Background: an optimization exercise with open tools, aiming at small area and a short achievable clock period. Do not read the settings as production practice. The RTL was checked by simulation tests, not by an equivalence proof against the original design. Power and IR drop assume default switching activity.

==> quartz: inputs <==
==> flow/design.v <==
`timescale 1ns/100ps
module rf_aoi222 (
    input  logic a0, b0, a1, b1, a2, b2,
    output logic y
);
    assign y = ~((a0 & b0) | (a1 & b1) | (a2 & b2));
endmodule
module rf_aoi22 (
    input  logic a0, b0, a1, b1,
    output logic y
);
    assign y = ~((a0 & b0) | (a1 & b1));
endmodule
module rf_nand4 (
    input  logic a, b, c, d,
    output logic y
);
    assign y = ~(a & b & c & d);
endmodule
module rf_nand3 (
    input  logic a, b, c,
    output logic y
);
    assign y = ~(a & b & c);
endmodule
module rf_rdmux (
    input  logic [31:0]       sel,
    input  logic [31:0][63:0] d,
    output logic [63:0]       q
);
    for (genvar j = 0; j < 64; j++) begin : g_bit
        logic [10:0] y;
        logic [2:0]  z;
        for (genvar k = 0; k < 10; k++) begin : g_aoi
            rf_aoi222 u (.a0(sel[3*k]),   .b0(d[3*k][j]),
                         .a1(sel[3*k+1]), .b1(d[3*k+1][j]),
                         .a2(sel[3*k+2]), .b2(d[3*k+2][j]), .y(y[k]));
        end
        rf_aoi22 u_last (.a0(sel[30]), .b0(d[30][j]), .a1(sel[31]), .b1(d[31][j]), .y(y[10]));
        rf_nand4 u_n0 (.a(y[0]), .b(y[1]), .c(y[2]),  .d(y[3]), .y(z[0]));
        rf_nand4 u_n1 (.a(y[4]), .b(y[5]), .c(y[6]),  .d(y[7]), .y(z[1]));
        rf_nand3 u_n2 (.a(y[8]), .b(y[9]), .c(y[10]),           .y(z[2]));
        assign q[j] = z[0] | z[1] | z[2];
    end
endmodule
`timescale 1ns/100ps
module cpu_top (
    input  logic        clk,
    input  logic        rst_n,
    output logic [63:0] imem_addr,
    input  logic [31:0] imem_data,
    output logic [63:0] dmem_addr,
    output logic [63:0] dmem_wdata,
    output logic        dmem_we,
    output logic        dmem_re,
    input  logic [63:0] dmem_rdata,
    output logic        wb_en,
    output logic [4:0]  wb_addr,
    output logic [63:0] wb_data
);
    logic [31:0] ins;
    assign ins = imem_data;
    logic [63:0] wr_data;    
    logic [63:2] pc;
    logic [63:0] br_off;
    assign br_off = (ins[31] | ins[30]) ? {{43{ins[23]}}, ins[23:5], 2'b00}
                                        : {{36{ins[25]}}, ins[25:0], 2'b00};
    logic op_addi, op_adds, op_subs, op_and, op_eor, op_lsr, op_ldur, op_stur;
    logic op_b, op_cbz, op_blt;
    assign op_addi = ins[31:22] == 10'b1001000100;
    assign op_adds = ins[31:21] == 11'b10101011000;
    assign op_subs = ins[31:21] == 11'b11101011000;
    assign op_and  = ins[31:21] == 11'b10001010000;
    assign op_eor  = ins[31:21] == 11'b11001010000;
    assign op_lsr  = ins[31:21] == 11'b11010011010;
    assign op_ldur = ins[31:21] == 11'b11111000010;
    assign op_stur = ins[31:21] == 11'b11111000000;
    assign op_b    = ins[31:26] == 6'b000101;
    assign op_cbz  = ins[31:24] == 8'b10110100;
    assign op_blt  = ins[31:24] == 8'b01010100;
    logic [30:0][63:0] regs;
    logic [30:0]       valid;
    logic [30:0]       we;
    for (genvar i = 0; i < 31; i++) begin : g_we
        assign we[i] = wb_en & (ins[4:0] == 5'(i));
    end
    always_ff @(posedge clk or negedge rst_n) begin
        if (!rst_n) valid <= '0;
        else        valid <= valid | we;
    end
    for (genvar i = 0; i < 31; i++) begin : g_reg
        always_ff @(posedge clk) begin
            if (we[i]) regs[i] <= wr_data;
        end
    end
    logic [4:0]  ra1, ra2;
    logic [30:0] s1, s2;
    logic [63:0] rd1, rd2;
    assign ra1 = ins[9:5];
    assign ra2 = ins[28] ? ins[4:0] : ins[20:16];
    logic is_br;
    assign is_br = ins[26];
    always_comb begin
        for (int i = 0; i < 31; i++) begin
            s1[i] = valid[i] & ~is_br & (ra1 == 5'(i));
            s2[i] = valid[i] & (ra2 == 5'(i));
        end
    end
    rf_rdmux u_rd1 (.sel({is_br, s1}), .d({{pc, 2'b00}, regs}), .q(rd1));
    rf_rdmux u_rd2 (.sel({1'b0, s2}),  .d({64'd0, regs}),       .q(rd2));
    logic        use_rm, sub;
    logic [63:0] imm, kx, b_eff, sum;
    assign use_rm = ins[27] & ins[25];
    assign sub    = use_rm & ins[30];
    assign imm    = ins[30] ? {{55{ins[20]}}, ins[20:12]} : {52'd0, ins[21:10]};
    assign kx     = is_br  ? br_off :
                    use_rm ? {64{sub}} : imm;
    assign b_eff  = ({64{use_rm}} & rd2) ^ kx;
    logic [64:0] sum_x;
    assign sum_x  = {rd1, 1'b1} + {b_eff, sub};
    assign sum    = sum_x[64:1];
    logic neg, ovf;
    assign neg = sum[63];
    assign ovf = (rd1[63] == b_eff[63]) && (sum[63] != rd1[63]);
    logic [63:0] shr;
    assign shr = rd1 >> ins[15:10];
    logic        sel_sum;
    logic [63:0] other;
    logic        sel_ld, sel_lsr, sel_log, sel_and, sel_eor;
    assign sel_ld  = ins[29] & ins[28];
    assign sel_lsr = ins[22] & ~ins[29];
    assign sel_log = ins[27] & ins[25] & ~ins[24];
    assign sel_and = sel_log & ~ins[30];
    assign sel_eor = sel_log & ins[30];
    assign sel_sum = ~(sel_ld | sel_lsr | sel_log);
    assign other = ({64{sel_ld}}  & dmem_rdata)
                 | ({64{sel_and}} & (rd1 & rd2))
                 | ({64{sel_eor}} & (rd1 ^ rd2))
                 | ({64{sel_lsr}} & shr);
    assign wb_data = other | ({64{sel_sum}} & sum);
    logic        add_wr;
    assign add_wr  = op_addi | op_adds | op_subs;
    assign wr_data = ({64{op_ldur}} & dmem_rdata)
                   | ({64{op_and}}  & (rd1 & rd2))
                   | ({64{op_eor}}  & (rd1 ^ rd2))
                   | ({64{op_lsr}}  & shr)
                   | ({64{add_wr}}  & sum);
    assign wb_en   = op_addi | op_adds | op_subs | op_and | op_eor | op_lsr | op_ldur;
    assign wb_addr = ins[4:0];
    assign dmem_addr  = sum;
    assign dmem_wdata = rd2;
    assign dmem_we    = op_stur;
    assign dmem_re    = op_ldur;
    logic        flag_n, flag_v;
    logic [63:2] pc_inc, pc_next;
    logic        take;
    assign pc_inc = pc + 62'd1;
    assign take   = op_b | (op_cbz & (rd2 == '0)) | (op_blt & (flag_n ^ flag_v));
    assign pc_next = take ? sum[63:2] : pc_inc;
    always_ff @(posedge clk or negedge rst_n) begin
        if (!rst_n) begin
            pc     <= '0;
            flag_n <= 1'b0;
            flag_v <= 1'b0;
        end else begin
            pc <= pc_next;
            if (op_adds | op_subs) begin
                flag_n <= neg;
                flag_v <= ovf;
            end
        end
    end
    assign imem_addr = {pc, 2'b00};
endmodule
==> flow/flow/run.sh <==
#!/bin/bash
# The standard layout (standard.sh, unchanged synthesis) with two changes:
#  - port buffers are inserted as the smallest buffer cell; the resizer still
#    upsizes the ones on critical paths;
#  - clock tree synthesis clusters up to 16 sinks within 110 um under each
#    clkbuf_16 and inserts no dummy loads.
# Every tool's full output goes to the ORFS logs under orfs/logs; make's own
# output goes to run_standard.log here.
set -euo pipefail
export BUFFER_PORTS_ARGS="-buffer_cell sky130_fd_sc_hd__buf_1"
export CTS_ARGS="-sink_clustering_enable -repair_clock_nets -buf_list {sky130_fd_sc_hd__clkbuf_16} -dont_use_dummy_load -sink_clustering_size 16 -sink_clustering_max_diameter 110"
bash standard.sh finish > run_standard.log 2>&1
==> flow/standard.sh <==
#!/bin/bash
# synth_recipe.tcl (not shown) runs the flow's synth.tcl, then flattens the netlist and writes it again
# the make line also repeats each setting of config.mk as NAME=value (left out here)
make -C /OpenROAD-flow-scripts/flow DESIGN_CONFIG=/design/flow/config.mk WORK_HOME=/design/flow/orfs CLKGATE_MAP_FILE= SYNTH_SCRIPT=/design/flow/synth_recipe.tcl "${@:-finish}"
==> flow/config.mk <==
export PLATFORM = sky130hd
export DESIGN_NAME = cpu_top
export DESIGN_NICKNAME = cpu_top
export VERILOG_FILES = /design/flow/design.v
export SDC_FILE = /design/flow/constraint.sdc
export NUM_CORES = 4
export LEC_CHECK = 0
export CAP_MARGIN = 20
export CELL_PAD_IN_SITES_DETAIL_PLACEMENT = 1
export CELL_PAD_IN_SITES_GLOBAL_PLACEMENT = 2
export CORE_MARGIN = 2
export CORE_UTILIZATION = 30
export CTS_BUF_LIST = sky130_fd_sc_hd__clkbuf_4 sky130_fd_sc_hd__clkbuf_8
export PLACE_DENSITY = 0.42
export SETUP_SLACK_MARGIN = 5
export SLEW_MARGIN = 20
export SYNTH_HIERARCHICAL = 1
export SYNTH_MINIMUM_KEEP_SIZE = 0
export TNS_END_PERCENT = 5
==> flow/constraint.sdc <==
create_clock -name core_clock -period 16.0 [get_ports {clk}]
set_input_delay 3.2000 -clock core_clock [delete_from_list [all_inputs] [get_ports {clk}]]
set_output_delay 3.2000 -clock core_clock [all_outputs]
set_load 0.01 [all_outputs]
==> willow (differences from quartz) <==
==> flow/design.v (replaced) <==
`timescale 1ns/100ps
module cpu_top (
    input  logic        clk,
    input  logic        rst_n,
    output logic [63:0] imem_addr,
    input  logic [31:0] imem_data,
    output logic [63:0] dmem_addr,
    output logic [63:0] dmem_wdata,
    output logic        dmem_we,
    output logic        dmem_re,
    input  logic [63:0] dmem_rdata,
    output logic        wb_en,
    output logic [4:0]  wb_addr,
    output logic [63:0] wb_data
);
    logic [31:0] ins;
    assign ins = imem_data;
    logic op_addi, op_adds, op_subs, op_and, op_eor, op_lsr, op_ldur, op_stur;
    logic op_b, op_cbz, op_blt;
    assign op_addi = ins[31:22] == 10'b1001000100;
    assign op_adds = ins[31:21] == 11'b10101011000;
    assign op_subs = ins[31:21] == 11'b11101011000;
    assign op_and  = ins[31:21] == 11'b10001010000;
    assign op_eor  = ins[31:21] == 11'b11001010000;
    assign op_lsr  = ins[31:21] == 11'b11010011010;
    assign op_ldur = ins[31:21] == 11'b11111000010;
    assign op_stur = ins[31:21] == 11'b11111000000;
    assign op_b    = ins[31:26] == 6'b000101;
    assign op_cbz  = ins[31:24] == 8'b10110100;
    assign op_blt  = ins[31:24] == 8'b01010100;
    logic [30:0][63:0] regs;
    logic [30:0]       valid;
    logic [30:0]       we;
    for (genvar i = 0; i < 31; i++) begin : g_we
        assign we[i] = wb_en & (ins[4:0] == 5'(i));
    end
    always_ff @(posedge clk or negedge rst_n) begin
        if (!rst_n) valid <= '0;
        else        valid <= valid | we;
    end
    for (genvar i = 0; i < 31; i++) begin : g_reg
        always_ff @(posedge clk) begin
            if (we[i]) regs[i] <= wb_data;
        end
    end
    logic [4:0]  ra1, ra2;
    logic [30:0] s1, s2;
    logic [63:0] rd1, rd2;
    assign ra1 = ins[9:5];
    assign ra2 = ins[28] ? ins[4:0] : ins[20:16];
    always_comb begin
        rd1 = '0;
        rd2 = '0;
        for (int i = 0; i < 31; i++) begin
            s1[i] = valid[i] & (ra1 == 5'(i));
            s2[i] = valid[i] & (ra2 == 5'(i));
            rd1 = rd1 | ({64{s1[i]}} & regs[i]);
            rd2 = rd2 | ({64{s2[i]}} & regs[i]);
        end
    end
    logic        use_rm, sub;
    logic [63:0] imm, kx, b_eff, sum;
    assign use_rm = op_adds | op_subs;
    assign sub    = op_subs;
    assign imm    = ins[30] ? {{55{ins[20]}}, ins[20:12]} : {52'd0, ins[21:10]};
    assign kx     = use_rm ? {64{sub}} : imm;
    assign b_eff  = ({64{use_rm}} & rd2) ^ kx;
    assign sum    = rd1 + b_eff + {63'd0, sub};
    logic neg, ovf;
    assign neg = sum[63];
    assign ovf = (rd1[63] == b_eff[63]) && (sum[63] != rd1[63]);
    logic [63:0] shr;
    assign shr = rd1 >> ins[15:10];
    logic        sel_sum;
    logic [63:0] other;
    assign sel_sum = ~(op_ldur | op_and | op_eor | op_lsr);
    assign other = ({64{op_ldur}} & dmem_rdata)
                 | ({64{op_and}}  & (rd1 & rd2))
                 | ({64{op_eor}}  & (rd1 ^ rd2))
                 | ({64{op_lsr}}  & shr);
    assign wb_data = other | ({64{sel_sum}} & sum);
    assign wb_en   = op_addi | op_adds | op_subs | op_and | op_eor | op_lsr | op_ldur;
    assign wb_addr = ins[4:0];
    assign dmem_addr  = sum;
    assign dmem_wdata = rd2;
    assign dmem_we    = op_stur;
    assign dmem_re    = op_ldur;
    logic [63:2] pc;
    logic        flag_n, flag_v;
    logic [63:2] br_off, target, pc_inc, pc_next;
    logic        take;
    assign br_off = (ins[31] | ins[30]) ? {{43{ins[23]}}, ins[23:5]} : {{36{ins[25]}}, ins[25:0]};
    assign target = pc + br_off;
    assign pc_inc = pc + 62'd1;
    assign take   = op_b | (op_cbz & (rd2 == '0)) | (op_blt & (flag_n ^ flag_v));
    assign pc_next = take ? target : pc_inc;
    always_ff @(posedge clk or negedge rst_n) begin
        if (!rst_n) begin
            pc     <= '0;
            flag_n <= 1'b0;
            flag_v <= 1'b0;
        end else begin
            pc <= pc_next;
            if (use_rm) begin
                flag_n <= neg;
                flag_v <= ovf;
            end
        end
    end
    assign imem_addr = {pc, 2'b00};
endmodule
==> flow/run.sh (new file) <==
#!/bin/bash
# synth_recipe.tcl (not shown) runs the flow's synth.tcl, then flattens the netlist and writes it again
# the make line also repeats each setting of config.mk as NAME=value (left out here)
make -C /OpenROAD-flow-scripts/flow DESIGN_CONFIG=/design/flow/config.mk WORK_HOME=/design/flow/orfs CLKGATE_MAP_FILE= SYNTH_SCRIPT=/design/flow/synth_recipe.tcl finish
Settings changed: CTS_BUF_LIST sky130_fd_sc_hd__clkbuf_4 sky130_fd_sc_hd__clkbuf_8 to not set, PLACE_DENSITY 0.42 to 0.45, SYNTH_HIERARCHICAL 1 to not set, SYNTH_MINIMUM_KEEP_SIZE 0 to not set, TNS_END_PERCENT 5 to not set.
removed: flow/flow/run.sh
removed: flow/standard.sh
==> summary.txt <==
| quantity | willow | quartz |
|---|---|---|
| Post-layout nets | 9905 | 8119 |
| Reg2reg end | pc[63] | pc[40] |
| Die outline area | 350000 um^2 | 324000 um^2 |
| Cell Area, Placed | 119000 um^2 | 107000 um^2 |
| Tcrit/Tclk final | 0.834 | 0.795 |
| Total of cells resized after clock tree synthesis | 1283 | 561 |
| Post-route cell area | 139000 um^2 | 120000 um^2 |
| Share of synthesized cell area in and, or, nand and nor gates | 0.0880 | 0.0786 |
| DRT iter0 DRCs | 21700 | 23100 |
| Worst VDD drop | 97.4 uV | 68.2 uV |
| Clock buffer count in the final layout | 319 | 156 |
| Run status | timing/DRC/antenna clean | finished with violations |
| Layout check failures | - | antenna rules |
| Total detailed-routing wirelength | 902 mm | 720 mm |
| FMAX | 74.9 MHz | 78.7 MHz |
| Maximum number of pins on one net before global-route repair | 66 | 68 |
| Overall via count from detail_route | 108000 | 90500 |
| Minimum period implied by the final worst setup slack | 13.35 ns | 12.71 ns |
| Count of buffers added by post-CTS timing repair for setup | 502 | 401 |
| Setup slack, reg-to-reg | 7.26 ns | 8.22 ns |
| Initial core utilization | 0.302 | 0.302 |
| Leak | 47.5 nW | 42.6 nW |
| Site Rows | 215 | 207 |
| Combinational-cell power consumption | 1.37 mW | 2.99 mW |
| Sw Share | 0.264 | 0.337 |
| Wire length of the first global-routing pass | 1120 mm | 899 mm |
| Clock tree cell share of total cell area | 0.0609 | 0.0326 |

-- static timing again, ports no longer ideal --
In the flow no input, the clock included, has a driving cell. The finished layouts below were timed again as built, in two steps. Step 1 sets driving cells, clkbuf_16 on the clock port and buf_2 on the other inputs (assumed; they add their load-dependent delay and slew). Step 2 adds t to the input delays and takes it off the output delays; t is the mean of the earliest and latest rising clock arrival at the registers after step 1. Input paths then give back, and output paths get back, about the clock's delay inside the block. Slacks: ideal / step 1 / step 2; pairs: ideal / step 1.
run | t, ns | setup WS [ns] | latest minus earliest clock arrival (ns) | worst register clock-pin slew, ns | cell pins on the clock port's net
quartz | 0.966 | 3.287 / 3.203 / 3.203 | 0.131 / 0.131 | 0.09 / 0.09 | 1
willow | 1.036 | 2.654 / 2.301 / 2.301 | 0.082 / 0.082 | 0.07 / 0.07 | 1
The setup slack of willow, which loses most, moves by -0.353 ns with the drivers and by -0.353 ns with both steps.
